Source: an optimization exercise on an open RTL-to-GDS flow (aim: small area and a short achievable clock period). Production flows keep margins and buffers that such runs may drop.
No run shown here included a check of the RTL's function; only the layout flow was run.
No activity file was given, so power comes from the tool's default toggle rates.

==> flow/design.v <==
package rv32i_types;
    typedef logic [31:0] rv32i_word;
    typedef enum logic [6:0] {
        op_br  = 7'b1100011,
        op_jal = 7'b1101111
    } rv32i_opcode;
    typedef enum logic [2:0] {
        beq  = 3'b000,
        bne  = 3'b001,
        blt  = 3'b100,
        bge  = 3'b101,
        bltu = 3'b110,
        bgeu = 3'b111
    } branch_funct3_t;
    typedef logic [1:0] counter_t;
    localparam counter_t counter_init = 2'b01;  
    typedef union packed {
        struct packed {
            logic           imm12;
            logic [5:0]     imm10_5;
            logic [4:0]     rs2;
            logic [4:0]     rs1;
            branch_funct3_t funct3;
            logic [3:0]     imm4_1;
            logic           imm11;
            rv32i_opcode    opcode;
        } b_view;
        struct packed {
            logic        imm20;
            logic [9:0]  imm10_1;
            logic        imm11;
            logic [7:0]  imm19_12;
            logic [4:0]  rd;
            rv32i_opcode opcode;
        } j_view;
    } instr_u;
endpackage
module branch_unit (
    input  logic        clk,
    input  logic        rst,
    input  logic        stall_id,
    input  logic        stall_ex,
    input  logic [31:0] fetch_addr,
    input  logic [31:0] pc_id,
    input  logic [31:0] instr_id,
    input  logic [31:0] rs1_val,
    input  logic [31:0] rs2_val,
    output logic        br_take,
    output logic        br_en,
    output logic        mispred,
    output logic        redirect,
    output logic [31:0] target
);
    logic        dec_br;
    logic        dec_jal;
    logic [31:0] imm_b;
    logic [31:0] imm_j;
    logic [31:0] imm_id;
    logic        ex_we;
    assign dec_br  = (instr_id[6:0] == 7'b1100011);
    assign dec_jal = (instr_id[6:0] == 7'b1101111);
    assign imm_b   = {{20{instr_id[31]}}, instr_id[7], instr_id[30:25], instr_id[11:8], 1'b0};
    assign imm_j   = {{12{instr_id[31]}}, instr_id[19:12], instr_id[20], instr_id[30:21], 1'b0};
    assign imm_id  = dec_jal ? imm_j : imm_b;
    assign ex_we   = !stall_ex || rst;
    logic       is_branch;
    logic       is_jal;
    logic [2:0] funct3;
    always_ff @(posedge clk) begin
        if (ex_we) begin
            is_branch <= dec_br & ~rst;
            is_jal    <= dec_jal & ~rst;
            target    <= (pc_id + imm_id) & {32{~rst}};
        end
    end
    always_ff @(posedge clk) begin
        if (!stall_ex) funct3 <= instr_id[14:12];
    end
    logic cond, update;
    bu_cmp u_cmp (
        .rs1_val (rs1_val),
        .rs2_val (rs2_val),
        .funct3  (funct3),
        .cond    (cond)
    );
    assign br_en  = is_jal | (is_branch & cond);
    assign update = is_branch & ~stall_ex;
    logic [3:0] ghr;
    logic [1:0] gpht [16];
    logic [3:0] lht  [32];
    logic [1:0] lpht [16];
    logic [1:0] cht  [32];
    logic [4:0] id_row,  ex_row;
    logic [3:0] id_gidx, ex_gidx;
    logic [1:0] id_gctr, ex_gctr;
    logic [3:0] id_hist, ex_hist;
    logic [1:0] id_lctr, ex_lctr;
    logic [1:0] id_ch,   ex_ch;
    function automatic logic [1:0] sat(input logic [1:0] c, input logic up);
        if (up) sat = (c == 2'b11) ? c : c + 2'b01;
        else    sat = (c == 2'b00) ? c : c - 2'b01;
    endfunction
    logic [1:0] gnxt, lnxt, chnxt;
    logic [3:0] hnxt, ghr_nxt;
    assign gnxt    = sat(ex_gctr, cond);
    assign lnxt    = sat(ex_lctr, cond);
    assign hnxt    = {ex_hist[2:0], cond};
    assign ghr_nxt = {ghr[2:0], cond};
    assign chnxt   = (ex_lctr[1] ^ ex_gctr[1]) ? sat(ex_ch, ex_lctr[1] ^ cond) : ex_ch;
    logic [1:0] gpht_wd, lpht_wd, cht_wd;
    logic [3:0] lht_wd, ghr_wd;
    assign gpht_wd = {gnxt[1] & ~rst, gnxt[0] | rst};
    assign lpht_wd = {lnxt[1] & ~rst, lnxt[0] | rst};
    assign cht_wd  = {chnxt[1] & ~rst, chnxt[0] | rst};
    assign lht_wd  = hnxt & {4{~rst}};
    assign ghr_wd  = ghr_nxt & {4{~rst}};
    always_ff @(posedge clk) begin
        if (update || rst) ghr <= ghr_wd;
    end
    for (genvar i = 0; i < 16; i++) begin : g_pht
        always_ff @(posedge clk) begin
            if ((update && ex_gidx == i) || rst) gpht[i] <= gpht_wd;
            if ((update && ex_hist == i) || rst) lpht[i] <= lpht_wd;
        end
    end
    for (genvar i = 0; i < 32; i++) begin : g_row
        always_ff @(posedge clk) begin
            if ((update && ex_row == i) || rst) begin
                lht[i] <= lht_wd;
                cht[i] <= cht_wd;
            end
        end
    end
    logic [4:0]       row;
    logic [31:0][3:0] lht_v;
    logic [31:0][1:0] cht_v;
    logic [15:0][1:0] lpht_v, gpht_v;
    logic [3:0]       lh_row;
    logic [1:0]       ch_row, l_row, g_lo, g_hi;
    logic [2:0]       gi_hi;
    logic             lh_hit;
    assign row = fetch_addr[6:2];
    for (genvar i = 0; i < 32; i++) begin : g_rv
        assign lht_v[i] = lht[i];
        assign cht_v[i] = cht[i];
    end
    for (genvar i = 0; i < 16; i++) begin : g_pv
        assign lpht_v[i] = lpht[i];
        assign gpht_v[i] = gpht[i];
    end
    bu_read u_read (
        .row     (row),
        .update  (update),
        .ghr     (ghr),
        .ex_hist (ex_hist),
        .lht     (lht_v),
        .cht     (cht_v),
        .lpht    (lpht_v),
        .gpht    (gpht_v),
        .lh_row  (lh_row),
        .ch_row  (ch_row),
        .l_row   (l_row),
        .lh_hit  (lh_hit),
        .gi_hi   (gi_hi),
        .g_lo    (g_lo),
        .g_hi    (g_hi)
    );
    logic       row_hit;
    logic [3:0] gidx_if, hist_if, lhb;
    logic [1:0] gctr_if, lctr_if, ch_if;
    logic [1:0] g_raw, l_hb, l_raw;
    logic       g_fwd, l_fwd;
    assign row_hit = update && (row == ex_row);
    assign gidx_if = {gi_hi, (update ? cond : ghr[0]) ^ row[0]};
    assign g_raw   = gidx_if[0] ? g_hi : g_lo;
    assign g_fwd   = update && (gidx_if == ex_gidx);
    assign gctr_if = g_fwd ? gnxt : g_raw;
    assign lhb     = {ex_hist[2:0], cond};
    assign l_hb    = cond ? lpht[{ex_hist[2:0], 1'b1}] : lpht[{ex_hist[2:0], 1'b0}];
    assign hist_if = row_hit ? lhb : lh_row;
    assign l_raw   = row_hit ? l_hb : l_row;
    assign l_fwd   = update && (row_hit ? (lhb == ex_hist) : lh_hit);
    assign lctr_if = l_fwd ? lnxt : l_raw;
    assign ch_if   = row_hit ? chnxt : ch_row;
    always_ff @(posedge clk) begin
        if (!stall_id || rst) begin
            id_row  <= row     & {5{~rst}};
            id_gidx <= gidx_if & {4{~rst}};
            id_gctr <= gctr_if & {2{~rst}};
            id_hist <= hist_if & {4{~rst}};
            id_lctr <= lctr_if & {2{~rst}};
            id_ch   <= ch_if   & {2{~rst}};
        end
    end
    always_ff @(posedge clk) begin
        if (!stall_ex) begin
            ex_row  <= id_row;
            ex_gidx <= id_gidx;
            ex_gctr <= id_gctr;
            ex_hist <= id_hist;
            ex_lctr <= id_lctr;
            ex_ch   <= id_ch;
        end
    end
    assign br_take = ch_if[1] ? gctr_if[1] : lctr_if[1];
    logic take_ex;
    assign take_ex  = ex_ch[1] ? ex_gctr[1] : ex_lctr[1];
    assign mispred  = update & (take_ex ^ cond);
    assign redirect = mispred | is_jal;
endmodule
module bu_cmp (
    input  logic [31:0] rs1_val,
    input  logic [31:0] rs2_val,
    input  logic [2:0]  funct3,
    output logic        cond
);
    logic [31:0] cmp_lt [6];
    logic [31:0] cmp_gt [6];
    assign cmp_lt[0] = {1'b0, ~rs1_val[30:0] & rs2_val[30:0]};
    assign cmp_gt[0] = {1'b0, rs1_val[30:0] & ~rs2_val[30:0]};
    for (genvar l = 1; l < 6; l++) begin : g_cmp
        for (genvar j = 0; j < (32 >> l); j++) begin : g_node
            assign cmp_lt[l][j] = cmp_lt[l-1][2*j+1] | (~cmp_gt[l-1][2*j+1] & cmp_lt[l-1][2*j]);
            assign cmp_gt[l][j] = cmp_gt[l-1][2*j+1] | (~cmp_lt[l-1][2*j+1] & cmp_gt[l-1][2*j]);
        end
        assign cmp_lt[l][31:(32 >> l)] = '0;
        assign cmp_gt[l][31:(32 >> l)] = '0;
    end
    logic lo_lt, lo_gt, hi_lt, hi_gt, eq, lt, ltu;
    assign lo_lt = cmp_lt[5][0];
    assign lo_gt = cmp_gt[5][0];
    assign hi_lt = ~rs1_val[31] & rs2_val[31];
    assign hi_gt = rs1_val[31] & ~rs2_val[31];
    assign eq    = ~(hi_lt | hi_gt | lo_lt | lo_gt);
    assign ltu   = hi_lt | (~hi_gt & lo_lt);
    assign lt    = hi_gt | (~hi_lt & lo_lt);
    always_comb begin
        case (funct3)
            3'b000:  cond = eq;
            3'b001:  cond = !eq;
            3'b100:  cond = lt;
            3'b101:  cond = !lt;
            3'b110:  cond = ltu;
            3'b111:  cond = !ltu;
            default: cond = 1'b0;
        endcase
    end
endmodule
module bu_read (
    input  logic [4:0]       row,
    input  logic             update,
    input  logic [3:0]       ghr,
    input  logic [3:0]       ex_hist,
    input  logic [31:0][3:0] lht,
    input  logic [31:0][1:0] cht,
    input  logic [15:0][1:0] lpht,
    input  logic [15:0][1:0] gpht,
    output logic [3:0]       lh_row,    
    output logic [1:0]       ch_row,    
    output logic [1:0]       l_row,     
    output logic             lh_hit,    
    output logic [2:0]       gi_hi,     
    output logic [1:0]       g_lo,      
    output logic [1:0]       g_hi
);
    logic [31:0] row_oh;
    logic [15:0] h_oh;
    for (genvar i = 0; i < 32; i++) begin : g_oh
        assign row_oh[i] = (row == i);
    end
    always_comb begin
        lh_row = '0;
        ch_row = '0;
        for (int i = 0; i < 32; i++) begin
            lh_row = lh_row | (lht[i] & {4{row_oh[i]}});
            ch_row = ch_row | (cht[i] & {2{row_oh[i]}});
        end
    end
    for (genvar i = 0; i < 16; i++) begin : g_hoh
        assign h_oh[i] = (lh_row == i);
    end
    always_comb begin
        l_row = '0;
        for (int i = 0; i < 16; i++) begin
            l_row = l_row | (lpht[i] & {2{h_oh[i]}});
        end
    end
    assign lh_hit = (lh_row == ex_hist);
    assign gi_hi  = (update ? ghr[2:0] : ghr[3:1]) ^ row[3:1];
    assign g_lo   = gpht[{gi_hi, 1'b0}];
    assign g_hi   = gpht[{gi_hi, 1'b1}];
endmodule
==> flow/flow/run.sh <==
#!/bin/bash
# The standard layout, with plain buf_1 cells as the port buffers instead of the
# delay cells buffer_ports picks by default (the resizer sizes them up where the
# timing needs it). Every tool's output goes to a log file in this folder.
set -euo pipefail
export BUFFER_PORTS_ARGS="-buffer_cell sky130_fd_sc_hd__buf_1"
bash standard.sh finish > standard_make.log 2>&1
==> flow/standard.sh <==
#!/bin/bash
# synth_recipe.tcl (not shown) runs the flow's synth.tcl, then flattens the netlist and writes it again
# the make line also repeats each setting of config.mk as NAME=value (left out here)
make -C /OpenROAD-flow-scripts/flow DESIGN_CONFIG=/design/flow/config.mk WORK_HOME=/design/flow/orfs CLKGATE_MAP_FILE= SYNTH_SCRIPT=/design/flow/synth_recipe.tcl "${@:-finish}"
==> flow/config.mk <==
export PLATFORM = sky130hd
export DESIGN_NAME = branch_unit
export DESIGN_NICKNAME = branch_unit
export VERILOG_FILES = /design/flow/design.v
export SDC_FILE = /design/flow/constraint.sdc
export NUM_CORES = 4
export LEC_CHECK = 0
export ABC_AREA = 1
export CAP_MARGIN = 20
export CORE_MARGIN = 2
export CORE_UTILIZATION = 40
export CTS_BUF_LIST = sky130_fd_sc_hd__clkbuf_16
export CTS_CLUSTER_DIAMETER = 80
export CTS_CLUSTER_SIZE = 24
export SETUP_SLACK_MARGIN = 2.0
export SLEW_MARGIN = 20
export SYNTH_HIERARCHICAL = 1
export TNS_END_PERCENT = 0
==> flow/constraint.sdc <==
create_clock -name core_clock -period 6.5 [get_ports {clk}]
set_input_delay 1.3000 -clock core_clock [delete_from_list [all_inputs] [get_ports {clk}]]
set_output_delay 1.3000 -clock core_clock [all_outputs]
set_load 0.01 [all_outputs]
==> results of run 1 <==
## worst paths after layout
check	end	slack [ns]	cells after the start
worst max-delay path	br_take	1.41	24
worst min-delay path	ex_gctr[1]	0.40	0
worst max register to register	cht[22][0]	3.72	13
worst min register to register	ex_gctr[1]	0.40	0
## cell type report
class / instances / area (µm²) / area share [%]
diodes: 1 / 2.50 / 0.0119
multi-input cells: 1411 / 7520 / 35.7
clock inverters: 12 / 206 / 0.979
repair buffers: 229 / 1180 / 5.58
clock buffers: 20 / 500 / 2.37
well taps: 600 / 751 / 3.56
inverters: 225 / 863 / 4.09
flip-flops and latches: 335 / 10100 / 47.7
## Yosys stat by module (local to each module, per instance)
module	copies in the design	cells	flops+latches	area [µm²]
bu_read	1	569	0	2980
branch_unit	1	1222	335	14400
bu_cmp	1	239	0	1030
## layer usage
layer | GRT usage (%) | vias up | wire [µm]
met5 | 0 | - | 0
met4 | 5.88 | 0 | 1290
met3 | 3.62 | 74 | 3470
met2 | 34.4 | 463 | 24000
met1 | 28.3 | 7119 | 22300
li1 | - | 7306 | -
## timing repair
| item | in CTS | in global routing |
|---|---|---|
| gates resized for setup | 70 | 41 |
| setup buffers | 32 | 3 |
| cloned | 6 | 1 |
| pin swaps | 40 | 32 |
| hold endpoints to repair | 0 | 0 |
| endpoints found under the setup margin | 4 | 6 |
| hold buffers | 0 | 0 |
## cells in the mapped netlist (all sizes together), types with 3 or more instances
master	count	area (µm²)
nor3	11	70.1
mux2	4	45.0
o21bai	17	131
nor2	244	1050
or2	7	43.8
ha	43	538
edfxtp	335	10100
xnor2	8	70.1
buf	45	350
nor4	6	37.5
o31ai	18	135
nand3	193	1010
a21boi	4	37.5
clkinv	3	12.5
clkbuf	21	78.8
a21oi	71	374
nand4	73	457
xor2	7	61.3
nand2	532	2090
inv	222	836
o21ai	122	622
o22ai	5	31.3
and3	6	37.5
a31oi	9	56.3
nand3b	4	30.0
o21a	3	23.8
## power groups by stage
| stage | registers [W] | logic (W) | clock network, W |
|---|---|---|---|
| after floorplan | 0.00279 | 0.000638 | 0 |
| after global placement | 0.00279 | 0.000943 | 0 |
| after detailed placement | 0.00280 | 0.000956 | 0 |
| after CTS | 0.00275 | 0.00103 | 0.00152 |
| after global routing | 0.00277 | 0.00117 | 0.00158 |
| final | 0.00275 | 0.00106 | 0.00149 |
## stage by stage
step / cells / worst slack [ns]
5_1_grt: 2832 / 1.20
3_3_place_gp: 2758 / 0.690
2_1_floorplan: 2030 / 1.99
4_1_cts: 2828 / 1.44
6_report: 2833 / 1.41
3_5_place_dp: 2758 / 0.664
## logic make-up (layout without fill, tap and decap cells)
kind of cell,after synthesis,in the layout
xor+xnor,15,15
flops,335,335
compound gates,260,260
buf+inv,291,486
other cells,0,1
mux,4,4
fa+ha+maj,44,44
simple gates,1081,1088
## registers in the layout, indices dropped and copies added, names as in the netlist
register and cells:
id_gctr 2, id_lctr 2, ex_hist 4, ex_ch 2, id_row 5, gpht 32
cht 64, lht 128, id_gidx 4, id_hist 4, ex_gidx 4, lpht 32
is_jal 1, ex_row 5, target 32, id_ch 2, ex_gctr 2, ghr 4
ex_lctr 2, is_branch 1, funct3 3
==> summary.txt, run 1 <==
relative slew slack - 27.4%
LEAKAGE - 8.78 nW
Netlist cell types - 61
Post-Synth Adder-Cell Area - 3.02%
largest net degree at the start of global routing - 56
root buffer cell - clkbuf_16
Power Total - 0.00530 W
most frequent CP cell - nand2_1
number of synthesized flops with an enable pin - 335
Crit path buffers/inverters - 6
Max Clock Skew - 0.0406 ns
Clock power frac - 28.2%
Critical Path AT - 3.79 ns
filler instances - 4427
GRT Residual Overflow - 0
row count - 78
total track usage - 20.9%
Top delay family on crit path - simple AND/OR/NAND/NOR gates
VDD IR max - 351 µV
routed wire length - 51.1 mm
TritonCTS buffer count - 20
WL/cell - 18.0 µm
Chip Height - 219 µm
RSZ-0062 raised after global routing - yes
hold path start - id_gctr[1]
internal cell power - 0.00371 W
largest family of logic cells by synthesized area - simple AND/OR/NAND/NOR gates
CTS max path bufs - 3
Post-Syn Nets - 2238
sequential area share after synthesis - 54.5%
WP data required - 5.20 ns
total number of yosys warnings - 15
via/cell ratio - 5.28
Async S/R FF share, synth - 0%
Post-Synthesis Cells - 2030
post-synthesis compound-gate area fraction - 8.17%
placed inst area - 19700 µm²
hold crit path type - reg2reg
io pins - 200
Initial Util - 40.6%
Mapped Area - 18400 µm²
hpwl dp - 35.1 mm
final instance area - 21100 µm²
P_sw - 0.00160 W
CP Launch Type - input port
minimum clock period - 5.09 ns
Setup CP Type - in2out
reg2reg start - funct3[0]
Die Span X - 219 µm
Die Area - 47900 µm²
vias in the first global route - 14400
Hold Slack - 0.398 ns
most frequent cells in the layout - nand2_1 (486), edfxtp_1 (335), nor2_1 (197)
Clock Sinks - 335
max incr delay on CP - 0.21 ns
Setup TNS - 0 ns
DRC - 0
TritonCTS clock tree - yes
PortBufs - 172
commonest non-fill, non-tap cell in the layout - nand2_1
Slew Limit Fails - 0
CP endpoint kind - output port
core area - 45500 µm²
initial antenna violation count - 1
Fin. Hold Viols - 0
Max Cap Violations - 0
GP Congestion - 0.930
Least-Margin Pin Slew - 1.08 ns
antenna viol nets, final - 0
Avg Inst Size Synth - 9.09 µm²
share of post-route cells with drive strength above 1 - 12.5%
Util after Layout - 46.4%
Detailed Routing Iterations Pass 1 - 6
Fmax - 0.197 GHz
CP startpoint - fetch_addr[5]
Reg clk slew, reported paths - 0.09 ns
predominant post-synthesis flop cell - edfxtp_1
Post-Synth Simple-Gate Area - 26.4%
Sw Share - 30.1%
nets - 2430
combinational cell fraction of total power - 20.0%
number of vias after detailed routing - 15000
latest clock arrival within the worst-skew pair - 0.58 ns
Seq pwr share - 51.9%
PD cells - 252 nW/µm²
slowest CP cell - buf_2
htree depth - 1
initial drt markers - 1142
post-synthesis mux area share - 0.244%
CP Cell Sequence - buf_4 -> buf_8 -> nand2_8 -> nor2_4 -> buf_2 -> nand3_1 -> nand2_1 -> nor2_1 -> nand2_1 -> nor2_2 -> nand2_2 -> buf_4 -> nor2_4 -> nand3_1 -> nand2_1 -> nor2_1 -> nand2_1 -> inv_1 -> nand2_1 -> nand2_1 -> nand3_2 -> nand3_2 -> nand2_2 -> buf_6
first-pass GRT wire length - 77.8 mm
post-synthesis xor/xnor area fraction - 0.712%
CP Max Fanout - 7
Area Overhead vs Synth - 14.3%
crit share post-route - 78.3%
outcome - complete, no violations
#FFs+latches synth - 335
final setup violation count - 0
==> run 2: changes to the inputs <==
--- a/flow/design.v
+++ b/flow/design.v
@@ -202,7 +202,28 @@
             ex_ch   <= id_ch;
         end
     end
-    assign br_take = ch_if[1] ? gctr_if[1] : lctr_if[1];
+    logic [3:0] take4;
+    bu_take u_take (
+        .is_branch (is_branch),
+        .stall_ex  (stall_ex),
+        .row       (row),
+        .ex_row    (ex_row),
+        .ghr0      (ghr[0]),
+        .gi_hi     (gi_hi),
+        .ex_gidx   (ex_gidx),
+        .g_lo1     (g_lo[1]),
+        .g_hi1     (g_hi[1]),
+        .ex_gctr   (ex_gctr),
+        .ex_lctr   (ex_lctr),
+        .ex_ch     (ex_ch),
+        .ex_hist   (ex_hist),
+        .lh_hit    (lh_hit),
+        .ch_row1   (ch_row[1]),
+        .l_hb0_1   (lpht[{ex_hist[2:0], 1'b0}][1]),
+        .l_hb1_1   (lpht[{ex_hist[2:0], 1'b1}][1]),
+        .take      (take4)
+    );
+    assign br_take = take4[{cond, l_row[1]}];
     logic take_ex;
     assign take_ex  = ex_ch[1] ? ex_gctr[1] : ex_lctr[1];
     assign mispred  = update & (take_ex ^ cond);
@@ -290,3 +311,47 @@
     assign g_lo   = gpht[{gi_hi, 1'b0}];
     assign g_hi   = gpht[{gi_hi, 1'b1}];
 endmodule
+module bu_take (
+    input  logic       is_branch,
+    input  logic       stall_ex,
+    input  logic [4:0] row,
+    input  logic [4:0] ex_row,
+    input  logic       ghr0,
+    input  logic [2:0] gi_hi,
+    input  logic [3:0] ex_gidx,
+    input  logic       g_lo1,
+    input  logic       g_hi1,
+    input  logic [1:0] ex_gctr,
+    input  logic [1:0] ex_lctr,
+    input  logic [1:0] ex_ch,
+    input  logic [3:0] ex_hist,
+    input  logic       lh_hit,
+    input  logic       ch_row1,
+    input  logic       l_hb0_1,
+    input  logic       l_hb1_1,
+    output logic [3:0] take
+);
+    logic update, row_hit;
+    assign update  = is_branch & ~stall_ex;
+    assign row_hit = update & (row == ex_row);
+    for (genvar c = 0; c < 2; c++) begin : g_c
+        logic       gidx0, g_fwd, g1, l_fwd, lnxt1, l_hb1, ch1;
+        logic [3:0] lhb;
+        assign gidx0 = (update ? c[0] : ghr0) ^ row[0];
+        assign g_fwd = update & ({gi_hi, gidx0} == ex_gidx);
+        assign g1    = g_fwd ? (c ? (ex_gctr[1] | ex_gctr[0]) : (ex_gctr[1] & ex_gctr[0]))
+                             : (gidx0 ? g_hi1 : g_lo1);
+        assign lhb   = {ex_hist[2:0], c[0]};
+        assign l_fwd = update & (row_hit ? (lhb == ex_hist) : lh_hit);
+        assign lnxt1 = c ? (ex_lctr[1] | ex_lctr[0]) : (ex_lctr[1] & ex_lctr[0]);
+        assign l_hb1 = c ? l_hb1_1 : l_hb0_1;
+        assign ch1   = row_hit
+                     ? ((ex_lctr[1] ^ ex_gctr[1])
+                        ? (((ex_lctr[1] ^ c[0]) ? (ex_ch[1] | ex_ch[0]) : (ex_ch[1] & ex_ch[0])))
+                        : ex_ch[1])
+                     : ch_row1;
+        for (genvar l = 0; l < 2; l++) begin : g_l
+            assign take[2*c+l] = ch1 ? g1 : (l_fwd ? lnxt1 : (row_hit ? l_hb1 : l[0]));
+        end
+    end
+endmodule
==> summary.txt, run 2 <==
Seq pwr share - 50.9% (was 51.9%)
LEAKAGE - 9.60 nW (was 8.78 nW)
htree depth - 1 (unchanged)
Post-Synth Simple-Gate Area - 28.9% (was 26.4%)
routed wire length - 54.2 mm (was 51.1 mm)
largest net degree at the start of global routing - 92 (was 56)
commonest non-fill, non-tap cell in the layout - nand2_1 (unchanged)
Post-CTS Hold Fix Bufs - 0 (unchanged)
top cell type's share of synthesized area - 52.4% (was 54.5%)
CP startpoint - fetch_addr[2] (was fetch_addr[5])
initial drt markers - 1232 (was 1142)
post-synthesis mux area share - 0.235% (was 0.244%)
Clock power frac - 28.1% (was 28.2%)
first-pass GRT wire length - 83.1 mm (was 77.8 mm)
hpwl dp - 36.4 mm (was 35.1 mm)
GRT Residual Overflow - 0 (unchanged)
via/cell ratio - 5.26 (was 5.28)
Die Span X - 223 µm (was 219 µm)
post-synthesis xor/xnor area fraction - 1.05% (was 0.712%)
CTS max path bufs - 3 (unchanged)
Least-Margin Pin Slew - 1.12 ns (was 1.08 ns)
largest family of logic cells by synthesized area - simple AND/OR/NAND/NOR gates (unchanged)
dpl cells - 2975 (was 2758)
final std cells w/o fill - 3064 (was 2833)
hold crit path type - reg2reg (unchanged)
Async S/R FF share, synth - 0% (unchanged)
Slew Limit Fails - 0 (unchanged)
#FFs+latches synth - 335 (unchanged)
nets - 2641 (was 2430)
crit share post-route - 82.0% (was 78.3%)
slowest CP cell - a311oi_2 (was buf_2)
DRC - 0 (unchanged)
TritonCTS buffer count - 23 (was 20)
hold path start - id_gidx[0] (was id_gctr[1])
Area Overhead vs Synth - 15.4% (was 14.3%)
Fin. Hold Viols - 0 (unchanged)
Mapped Area - 19200 µm² (was 18400 µm²)
sequential area share after synthesis - 52.4% (was 54.5%)
Largest register FFs - 128 (unchanged)
TritonCTS clock tree - yes (unchanged)
WP data required - 5.20 ns (about the same)
minimum clock period - 5.33 ns (was 5.09 ns)
Avg Inst Size Synth - 8.61 µm² (was 9.09 µm²)
root buffer cell - clkbuf_16 (unchanged)
final setup violation count - 0 (unchanged)
worst r2r path cells - 10 (was 13)
Setup CP Type - in2out (unchanged)
Netlist cell types - 57 (was 61)
PortBufs - 172 (unchanged)
Setup TNS - 0 ns (unchanged)
predominant post-synthesis flop cell - edfxtp_1 (unchanged)
max incr delay on CP - 0.34 ns (was 0.21 ns)
CP endpoint kind - output port (unchanged)
core area - 47500 µm² (was 45500 µm²)
area of the multi-input gates - 8050 µm² (was 7520 µm²)
io pins - 200 (unchanged)
Sw Share - 31.4% (was 30.1%)
outcome - complete, no violations (unchanged)
post-synthesis compound-gate area fraction - 6.78% (was 8.17%)
antenna cells - 0 (was 1)
VDD IR max - 194 µV (was 351 µV)
ranking of synthesized cells by area - edfxtp_1 (52%), nand2_1 (12%), nand3_1 (5.9%) (was edfxtp_1 (55%), nand2_1 (10%), nand3_1 (5.0%))
PD cells - 245 nW/µm² (was 252 nW/µm²)
Fmax - 0.188 GHz (was 0.197 GHz)
CP Launch Type - input port (unchanged)
Post-Synthesis Cells - 2230 (was 2030)
GP Congestion - 0.936 (was 0.930)
antenna viol nets, final - 0 (unchanged)
dominant cell by count in the synthesized netlist - nand2_1 (unchanged)
post-synth top area cell - edfxtp_1 (unchanged)
combinational cell fraction of total power - 21.0% (was 20.0%)
Largest Register - lht (unchanged)
Detailed Routing Iterations Pass 1 - 6 (unchanged)
row count - 80 (was 78)
total number of yosys warnings - 19 (was 15)
filler instances - 4546 (was 4427)
commonest cells in the netlist - nand2_1 (615), edfxtp_1 (335), inv_1 (264) (was nand2_1 (505), edfxtp_1 (335), nor2_1 (210))
number of synthesized flops with an enable pin - 335 (unchanged)
RSZ-0062 raised after global routing - yes (unchanged)
sequential cell area - 10100 µm² (unchanged)
number of vias after detailed routing - 16100 (was 15000)
Initial Util - 40.4% (was 40.6%)
latest clock arrival within the worst-skew pair - 0.57 ns (was 0.58 ns)
relative slew slack - 24.6% (was 27.4%)
CP Cell Sequence - buf_12 -> buf_12 -> inv_6 -> nand2_4 -> buf_6 -> buf_4 -> buf_12 -> nor2_4 -> and3_1 -> a311oi_2 -> nand3_1 -> nor3_1 -> nand4_1 -> buf_4 -> nand2_1 -> o21ai_1 -> inv_1 -> nand2_1 -> nand2_1 -> o21ai_2 -> o22ai_2 -> buf_2 (was buf_4 -> buf_8 -> nand2_8 -> nor2_4 -> buf_2 -> nand3_1 -> nand2_1 -> nor2_1 -> nand2_1 -> nor2_2 -> nand2_2 -> buf_4 -> nor2_4 -> nand3_1 -> nand2_1 -> nor2_1 -> nand2_1 -> inv_1 -> nand2_1 -> nand2_1 -> nand3_2 -> nand3_2 -> nand2_2 -> buf_6)
reg2reg start - ex_hist[2] (was funct3[0])
Reg clk slew, reported paths - 0.09 ns (about the same)
WL/cell - 17.7 µm (was 18.0 µm)
share of post-route cells with drive strength above 1 - 11.1% (was 12.5%)
vias in the first global route - 15600 (was 14400)
Die Area - 49800 µm² (was 47900 µm²)
Max Cap Violations - 0 (unchanged)
Post-Syn Nets - 2438 (was 2238)
most frequent cells in the layout - nand2_1 (604), edfxtp_1 (335), inv_1 (260) (was nand2_1 (486), edfxtp_1 (335), nor2_1 (197))
Critical Path AT - 4.03 ns (was 3.79 ns)
P_sw - 0.00171 W (was 0.00160 W)
internal cell power - 0.00373 W (was 0.00371 W)
Post-Synth Adder-Cell Area - 2.91% (was 3.02%)
hold path cells - 0 (unchanged)
Max Clock Skew - 0.0301 ns (was 0.0406 ns)
total track usage - 21.1% (was 20.9%)
Largest regs - lht: 128 flops, cht: 64 flops (unchanged)
Chip Height - 223 µm (was 219 µm)
initial antenna violation count - 0 (was 1)
CP Max Fanout - 5 (was 7)
Clock Sinks - 335 (unchanged)
==> run 2: changes by cell type after synthesis, sizes merged, moves of 3 or more <==
cell	before	now
nand3	193	229
clkbuf	21	17
o21bai	17	12
nand2	532	638
nor2	244	261
buf	45	52
xor2	7	14
o21ai	122	105
a21oi	71	53
or2	7	10
nand4	73	79
inv	222	281
==> run 2: kinds of logic (layout without fill, tap and decap cells) <==
logic type | after synthesis | after routing
flops | 335 | 335
buf+inv | 351 | 563
fa+ha+maj | 44 | 44
simple gates | 1249 | 1255
mux | 4 | 4
xor+xnor | 23 | 24
compound gates | 224 | 224
==> run 2: path summary, 6_finish.rpt <==
path | to | slack [ns]
setup reg to reg | id_lctr[1] | 3.51
hold reg to reg | ex_gidx[0] | 0.40
setup / recovery | br_take | 1.17
hold / removal | ex_gidx[0] | 0.40
==> run 2: modules after synthesis, one instance, submodules excluded <==
module       copies in the design  area (µm²)
bu_read                         1        2980
branch_unit                     1       14600
bu_take                         1         616
bu_cmp                          1        1030
==> run 2: worst max-delay path: cells and delay by family <==
kind            cells  cell delay, ns
simple gates        9            0.98
buf+inv             9            1.03
compound gates      4            0.69
==> run 2: what timing repair did <==
item	CTS	global route
resized for setup	67	47
gates cloned	6	4
endpoints found under the setup margin	4	4
buffers inserted	29	8
pin swaps	29	37
==> run 2: stage by stage <==
stage / instance area (µm²) / util, % / power (W) / hold slack, ns / worst slack (ns)
2_1_floorplan: 19300 / - / 0.00351 / 0.400 / 1.83
3_3_place_gp: 20400 / 43.0 / 0.00383 / 0.401 / 0.399
3_5_place_dp: 20400 / 43.0 / 0.00385 / 0.406 / 0.477
4_1_cts: 21800 / 45.9 / 0.00542 / 0.412 / 1.17
5_1_grt: 22200 / 46.6 / 0.00568 / 0.422 / 1.04
6_report: 22200 / 46.6 / 0.00543 / 0.400 / 1.17
==> run 2: layer usage <==
metal / global-route usage [%] / vias up / wire (µm)
met5: 0 / - / 0
met4: 6.26 / 0 / 1510
met3: 2.90 / 84 / 3310
met2: 36.4 / 537 / 26000
met1: 27.7 / 7610 / 23400
li1: - / 7896 / -
==> run 2: area by class of cell <==
class	instances	area share (%)
repair buffers	240	6.36
multi-input cells	1551	36.3
clock inverters	18	0.915
clock buffers	23	2.60
well taps	615	3.47
inverters	282	4.95
flip-flops and latches	335	45.4
==> run 2: power by group through the flow <==
stage          clock network (W)  registers [W]  logic, W
2_1_floorplan                  0        0.00280  0.000708
6_report                 0.00152        0.00277   0.00114
3_5_place_dp                   0        0.00281   0.00104
4_1_cts                  0.00156        0.00277   0.00110
5_1_grt                  0.00162        0.00279   0.00127
3_3_place_gp                   0        0.00281   0.00102

[separate check: timing with driven ports]
The results above use ideal ports. As a check the final layouts listed here were re-extracted and re-timed, cells and wires unchanged.
Step 1 (the two cells are an assumption about what drives the block):
set clk [get_ports {clk}]
set_driving_cell -lib_cell sky130_fd_sc_hd__clkbuf_16 $clk
set_driving_cell -lib_cell sky130_fd_sc_hd__buf_2 [delete_from_list [all_inputs] $clk]
Step 2 also shifts input and output timing later by t, the mid clock arrival at the registers, as if the neighbouring blocks saw the same clock.
Slacks: ideal ports / drivers / drivers and shift; pairs: ideal ports / drivers.
| run | t (ns) | slack for setup (ns) | worst data-port slew with drivers (ns) | cell pins on the clock port's net |
|---|---|---|---|---|
| run 1 | 0.621 | 1.413 / 1.359 / 1.359 | 0.08 | 1 |
| run 2 | 0.605 | 1.173 / 1.067 / 1.067 | 0.12 | 1 |
After both steps every run listed still meets setup and hold. The setup slack of run 2, which loses most, moves by -0.106 ns with the drivers and by -0.106 ns with both steps.
